What follows belongs to an exercise in optimizing a design on an open flow for small area and a short achievable clock period; a production flow would make more cautious choices. Function was checked by simulation only, so behaviour that the tests miss may differ from the original. Power figures rest on the tool's default switching activity, not on a simulated workload.

==> flow/design.v <==
module mem_responder #(
    parameter int DATA_W      = 8,
    parameter int ADDR_W      = 8,
    parameter int WAIT_CYCLES = 1
) (
    input  logic              clk,
    input  logic              rst,
    input  logic              MemRead,
    input  logic              MemWrite,
    input  logic [ADDR_W-1:0] Addr,
    input  logic [DATA_W-1:0] WriteData,
    output logic [DATA_W-1:0] ReadData,
    output logic              Ready,
    output logic              Busy,
    output logic              Err,
    output logic [DATA_W-1:0] IOOut
);
    localparam int RL    = 2;                   
    localparam int RLEN  = 1 << RL;             
    localparam int MB    = (ADDR_W - RL) / 2;   
    localparam int HB    = ADDR_W - RL - MB;    
    localparam int NM    = 1 << MB;
    localparam int NH    = 1 << HB;
    localparam int NRING = NH * NM;
    localparam int NTAP  = RLEN / 2;            
    localparam int NWL   = NRING * NTAP;
    localparam int NGRP  = 8;                   
    localparam int GSIZE = NWL / NGRP;
    localparam int NSEL = (1 << (ADDR_W - 2 - (ADDR_W - 2) / 2)) + (1 << ((ADDR_W - 2) / 2)) + 2;
    logic r_busy, r_busyOut, r_wait, r_access, r_done, r_err;
    logic [NSEL-1:0] r_sel;
    logic w_accept, w_illegal;
    assign w_accept  = !r_busy && (MemRead ^ MemWrite);
    assign w_illegal = !r_busy && MemRead && MemWrite;
    always_ff @(posedge clk) begin
        if (rst) begin
            r_busy    <= 1'b0;
            r_busyOut <= 1'b0;
            r_sel     <= '0;
            r_wait    <= 1'b0;
            r_access  <= 1'b0;
            r_done    <= 1'b0;
            r_err     <= 1'b0;
        end else begin
            r_busy    <= (!r_busy && (MemRead || MemWrite)) || r_wait || r_access;
            r_busyOut <= w_accept || w_illegal || r_wait || r_access;
            for (int k = 0; k < NSEL; k++)
                r_sel[k] <= (!(k == 0 ? r_busyOut : r_sel[k-1]) && (MemRead || MemWrite)) || r_wait || r_access;
            r_wait    <= w_accept;
            r_access  <= r_wait;
            r_done    <= r_access;
            r_err     <= w_illegal;
        end
    end
    logic [RL:0]   r_cnt;
    logic [RL-1:0] w_phase;
    always_ff @(posedge clk) begin
        r_cnt <= r_cnt + 1'b1;
    end
    assign w_phase = r_cnt[RL-1:0];
    logic [NH-1:0]     w_hiIn;
    logic [NM-1:0]     w_midIn;
    logic [NTAP-1:0]   w_tapIn;       
    logic [NTAP-1:0]   w_tapNext;     
    logic [RL-1:0]     w_slotNext;
    logic [RLEN-1:0]   r_lsel [NTAP];  
    always_ff @(posedge clk) begin
        for (int i = 0; i < NTAP; i++)
            for (int l = 0; l < RLEN; l++)
                r_lsel[i][l] <= (RL'(l + w_phase + 1'b1) == RL'(2 * i + 1));
    end
    assign w_slotNext = RL'(Addr[RL-1:0] + w_phase + 1'b1);
    for (genvar i = 0; i < NH; i++) begin : g_hiIn
        assign w_hiIn[i] = (Addr[ADDR_W-1:ADDR_W-HB] == HB'(i));
    end
    for (genvar i = 0; i < NM; i++) begin : g_midIn
        assign w_midIn[i] = (Addr[RL+MB-1:RL] == MB'(i));
    end
    for (genvar i = 0; i < NTAP; i++) begin : g_tapIn
        assign w_tapIn[i]   = r_lsel[i][Addr[RL-1:0]];
        assign w_tapNext[i] = (w_slotNext == RL'(2 * i + 1));
    end
    logic              r_isWrite;
    logic              r_isIo;
    logic [NH-1:0]     r_hi;
    logic [NM-1:0]     r_mid;
    logic [RL-1:0]     r_lo;
    logic [DATA_W-1:0] r_wdata;
    logic [NTAP-1:0]   r_tapW;        
    always_ff @(posedge clk) begin
        if (!r_busy) begin
            r_isWrite <= MemWrite;
            r_isIo    <= &Addr;
            r_hi      <= w_hiIn;
            r_mid     <= w_midIn;
            r_lo      <= Addr[RL-1:0];
            r_wdata   <= WriteData;
        end
        r_tapW <= w_tapNext;
    end
    logic              w_load;
    logic [NH-1:0]     r_wbHi;
    logic [NM-1:0]     r_wbMid;
    logic [RL-1:0]     r_wbLo;
    logic [DATA_W-1:0] r_wbData;
    logic [RL:0]       w_wbVNext;
    logic              r_wbMatch;     
    logic              r_wbMatchB;    
    logic              r_wbFlip;      
    assign w_load    = r_access && r_isWrite && !rst && !r_isIo;
    assign w_wbVNext = (RL + 1)'((w_load ? r_lo : r_wbLo) + r_cnt + 1'b1);
    always_ff @(posedge clk) begin
        if (w_load) begin
            r_wbHi   <= r_hi;
            r_wbMid  <= r_mid;
            r_wbLo   <= r_lo;
            r_wbData <= r_wdata;
        end
        r_wbMatch  <= (w_wbVNext[RL-1:0] == RL'(RLEN - 1));
        r_wbMatchB <= (w_wbVNext[RL-1:0] == RL'(RLEN - 1));
        r_wbFlip   <= w_wbVNext[RL];
    end
    logic [DATA_W-1:0] r_ring [NRING][RLEN];
    logic [NRING-1:0]  w_we;
    logic [NRING-1:0]  w_keep;
    logic [DATA_W-1:0] w_wd;
    assign w_wd = r_wbData ^ {DATA_W{r_wbFlip}};
    for (genvar j = 0; j < NRING; j++) begin : g_ring
        assign w_we[j]   = r_wbMatch && r_wbHi[j / NM] && r_wbMid[j % NM];
        assign w_keep[j] = !(r_wbMatchB && r_wbHi[j / NM] && r_wbMid[j % NM]);
        always_ff @(posedge clk) begin
            r_ring[j][0] <= ~((r_ring[j][RLEN-1] & {DATA_W{w_keep[j]}}) | (w_wd & {DATA_W{w_we[j]}}));
            for (int k = 1; k < RLEN; k++) r_ring[j][k] <= r_ring[j][k-1];
        end
    end
    logic [NH-1:0]      w_hiS;
    logic [NM-1:0]      w_midS;
    logic [NTAP-1:0]    w_tapS;
    logic [NWL-1:0]     w_wl;
    logic [NGRP-1:0]    r_part [DATA_W];
    logic [DATA_W-1:0]  w_look;        
    logic [DATA_W-1:0]  r_rdHold;
    logic               r_fwd;
    logic               r_rdPol;
    logic [RL:0]        w_vPrev;
    for (genvar h = 0; h < NH; h++) begin : g_hiS
        assign w_hiS[h] = r_sel[h] ? r_hi[h] : w_hiIn[h];
    end
    for (genvar m = 0; m < NM; m++) begin : g_midS
        assign w_midS[m] = r_sel[NH + m] ? r_mid[m] : w_midIn[m];
    end
    for (genvar i = 0; i < NTAP; i++) begin : g_tapS
        assign w_tapS[i] = r_sel[NH + NM + i] ? r_tapW[i] : w_tapIn[i];
    end
    for (genvar j = 0; j < NRING; j++) begin : g_wl
        for (genvar i = 0; i < NTAP; i++) begin : g_tap
            assign w_wl[j * NTAP + i] = w_hiS[j / NM] && w_midS[j % NM] && w_tapS[i];
        end
    end
    always_ff @(posedge clk) begin
        for (int b = 0; b < DATA_W; b++) begin
            for (int g = 0; g < NGRP; g++) begin
                logic acc;
                acc = 1'b0;
                for (int x = g * GSIZE; x < (g + 1) * GSIZE; x++) begin
                    acc = acc | (w_wl[x] && r_ring[x / NTAP][2 * (x % NTAP) + 1][b]);
                end
                r_part[b][g] <= acc;
            end
        end
    end
    always_comb begin
        for (int b = 0; b < DATA_W; b++) w_look[b] = |r_part[b];
    end
    assign w_vPrev = (RL + 1)'(r_lo + r_cnt - 1'b1);
    always_ff @(posedge clk) begin
        r_rdHold <= w_look;
        r_fwd    <= (r_hi == r_wbHi) && (r_mid == r_wbMid) && (r_lo == r_wbLo);
        r_rdPol  <= w_vPrev[RL];
    end
    logic [DATA_W-1:0] r_ioOut;
    always_ff @(posedge clk) begin
        if (rst) begin
            r_ioOut <= '0;
        end else if (r_access && r_isWrite && r_isIo) begin
            r_ioOut <= r_wdata;
        end
    end
    assign IOOut = r_ioOut;
    logic [DATA_W-1:0] r_readData;
    always_ff @(posedge clk) begin
        if (rst) begin
            r_readData <= '0;
        end else if (r_access && !r_isWrite) begin
            r_readData <= r_isIo ? r_ioOut : (r_fwd ? r_wbData : (r_rdHold | w_look) ^ {DATA_W{r_rdPol}});
        end
    end
    assign ReadData = r_readData;
    assign Ready    = r_done;
    assign Busy     = r_busyOut;
    assign Err      = r_err;
endmodule
export LEC_CHECK = 0
export CAP_MARGIN = 10
export CORE_MARGIN = 2
export CORE_UTILIZATION = 70
export SETUP_SLACK_MARGIN = 1.6
export SLEW_MARGIN = 10
create_clock -name core_clock -period 3.6 [get_ports {clk}]
standard.sh (not shown) runs the stock make flow with config.mk's settings and CLKGATE_MAP_FILE= SYNTH_SCRIPT=/design/flow/synth_recipe.tcl, a recipe that flattens the netlist after the stock synthesis.
==> flow/flow/run.sh <==
#!/bin/bash
# Layout flow: the standard ORFS flow (standard.sh) with three changes:
# - the port buffers are a plain buffer instead of the delay buffer that
#   buffer_ports picks by itself;
# - repair_timing may resize across cell footprints;
# - clock tree synthesis adds no dummy loads and clusters up to 32 sinks per
#   leaf buffer.
# The make output goes to flow_make.log here; ORFS keeps each step's log under
# orfs/logs/.
set -euo pipefail
bash standard.sh \
    "BUFFER_PORTS_ARGS=-buffer_cell sky130_fd_sc_hd__buf_4" \
    "MATCH_CELL_FOOTPRINT=0" \
    "CTS_ARGS=-sink_clustering_enable -repair_clock_nets -dont_use_dummy_load -sink_clustering_size 32 -sink_clustering_max_diameter 60" \
    finish > flow_make.log 2>&1
Edit:
--- a/flow/design.v
+++ b/flow/design.v
@@ -24,7 +24,7 @@
     localparam int NRING = NH * NM;
     localparam int NTAP  = RLEN / 2;            
     localparam int NWL   = NRING * NTAP;
-    localparam int NGRP  = 8;                   
+    localparam int NGRP  = 16;                  
     localparam int GSIZE = NWL / NGRP;
     localparam int NSEL = (1 << (ADDR_W - 2 - (ADDR_W - 2) / 2)) + (1 << ((ADDR_W - 2) / 2)) + 2;
     logic r_busy, r_busyOut, r_wait, r_access, r_done, r_err;
@@ -139,10 +139,14 @@
     logic [NWL-1:0]     w_wl;
     logic [NGRP-1:0]    r_part [DATA_W];
     logic [DATA_W-1:0]  w_look;        
-    logic [DATA_W-1:0]  r_rdHold;
-    logic               r_fwd;
-    logic               r_rdPol;
     logic [RL:0]        w_vPrev;
+    logic               w_fwd;         
+    logic               w_useAlt;      
+    logic [DATA_W-1:0]  w_alt;
+    logic               w_idleHit;     
+    logic [DATA_W-1:0]  r_base;        
+    logic               r_lookEn;      
+    logic               r_lookPol;     
     for (genvar h = 0; h < NH; h++) begin : g_hiS
         assign w_hiS[h] = r_sel[h] ? r_hi[h] : w_hiIn[h];
     end
@@ -172,12 +176,9 @@
     always_comb begin
         for (int b = 0; b < DATA_W; b++) w_look[b] = |r_part[b];
     end
-    assign w_vPrev = (RL + 1)'(r_lo + r_cnt - 1'b1);
-    always_ff @(posedge clk) begin
-        r_rdHold <= w_look;
-        r_fwd    <= (r_hi == r_wbHi) && (r_mid == r_wbMid) && (r_lo == r_wbLo);
-        r_rdPol  <= w_vPrev[RL];
-    end
+    assign w_vPrev   = (RL + 1)'(r_lo + r_cnt - 1'b1);
+    assign w_idleHit = w_vPrev[0];
+    assign w_fwd     = (r_hi == r_wbHi) && (r_mid == r_wbMid) && (r_lo == r_wbLo);
     logic [DATA_W-1:0] r_ioOut;
     always_ff @(posedge clk) begin
         if (rst) begin
@@ -186,13 +187,26 @@
             r_ioOut <= r_wdata;
         end
     end
-    assign IOOut = r_ioOut;
+    assign IOOut    = r_ioOut;
+    assign w_useAlt = r_isIo || w_fwd;
+    assign w_alt    = r_isIo ? r_ioOut : r_wbData;
+    always_ff @(posedge clk) begin
+        if (w_useAlt) begin
+            r_base <= w_alt;
+        end else if (w_idleHit) begin
+            r_base <= w_look ^ {DATA_W{w_vPrev[RL]}};
+        end else begin
+            r_base <= '0;
+        end
+        r_lookEn  <= !w_useAlt && !w_idleHit;
+        r_lookPol <= !w_useAlt && !w_idleHit && w_vPrev[RL];
+    end
     logic [DATA_W-1:0] r_readData;
     always_ff @(posedge clk) begin
         if (rst) begin
             r_readData <= '0;
         end else if (r_access && !r_isWrite) begin
-            r_readData <= r_isIo ? r_ioOut : (r_fwd ? r_wbData : (r_rdHold | w_look) ^ {DATA_W{r_rdPol}});
+            r_readData <= r_base | ((w_look & {DATA_W{r_lookEn}}) ^ {DATA_W{r_lookPol}});
         end
     end
     assign ReadData = r_readData;
Power came out lower by 18%.
Register-to-register slack gains 0.08 ns.
Flip-flop and latch count came out higher by 64.
Hold slack loses 0.056 ns.
Routed wire length came out lower by 8.9%.
Area after synthesis came out higher by 4.4%.
Cell area is about the same.
Final cell count came out higher by 3.0%.
Via count came out lower by 1.6%.
Die area came out higher by 4.4%.
Core utilization came out lower by 4.1 points.
Clock skew came out lower by 0.035 ns.
Synthesized cell count came out higher by 5.3%.

-- what the ideal ports hide --
Ports are ideal in the flow. The routed layouts listed here were re-timed in OpenROAD.
Step 1 assumes that a clkbuf_16 drives the clock port and a buf_2 every other input.
Step 2 also shifts input and output timing later by t, the mid clock arrival at the registers, as if the neighbouring blocks saw the same clock.
a / b / c = no drivers / after step 1 / after step 2; a / b = the first two.
run	t, ns	setup slack, ns	worst hold slack (ns)	worst setup path at the end	clock arrival spread, ns
the first run	0.755	1.453 / 1.458 / 0.751	0.214 / 0.166 / 0.263	input to register	0.113 / 0.114
the second run	0.766	1.537 / 1.537 / 0.917	0.157 / 0.112 / 0.275	input to register	0.091 / 0.091
After both steps setup and hold are still met in every run listed. For the first run, which loses most, drivers alone change the setup slack by +0.005 ns; drivers and shift together by -0.702 ns.
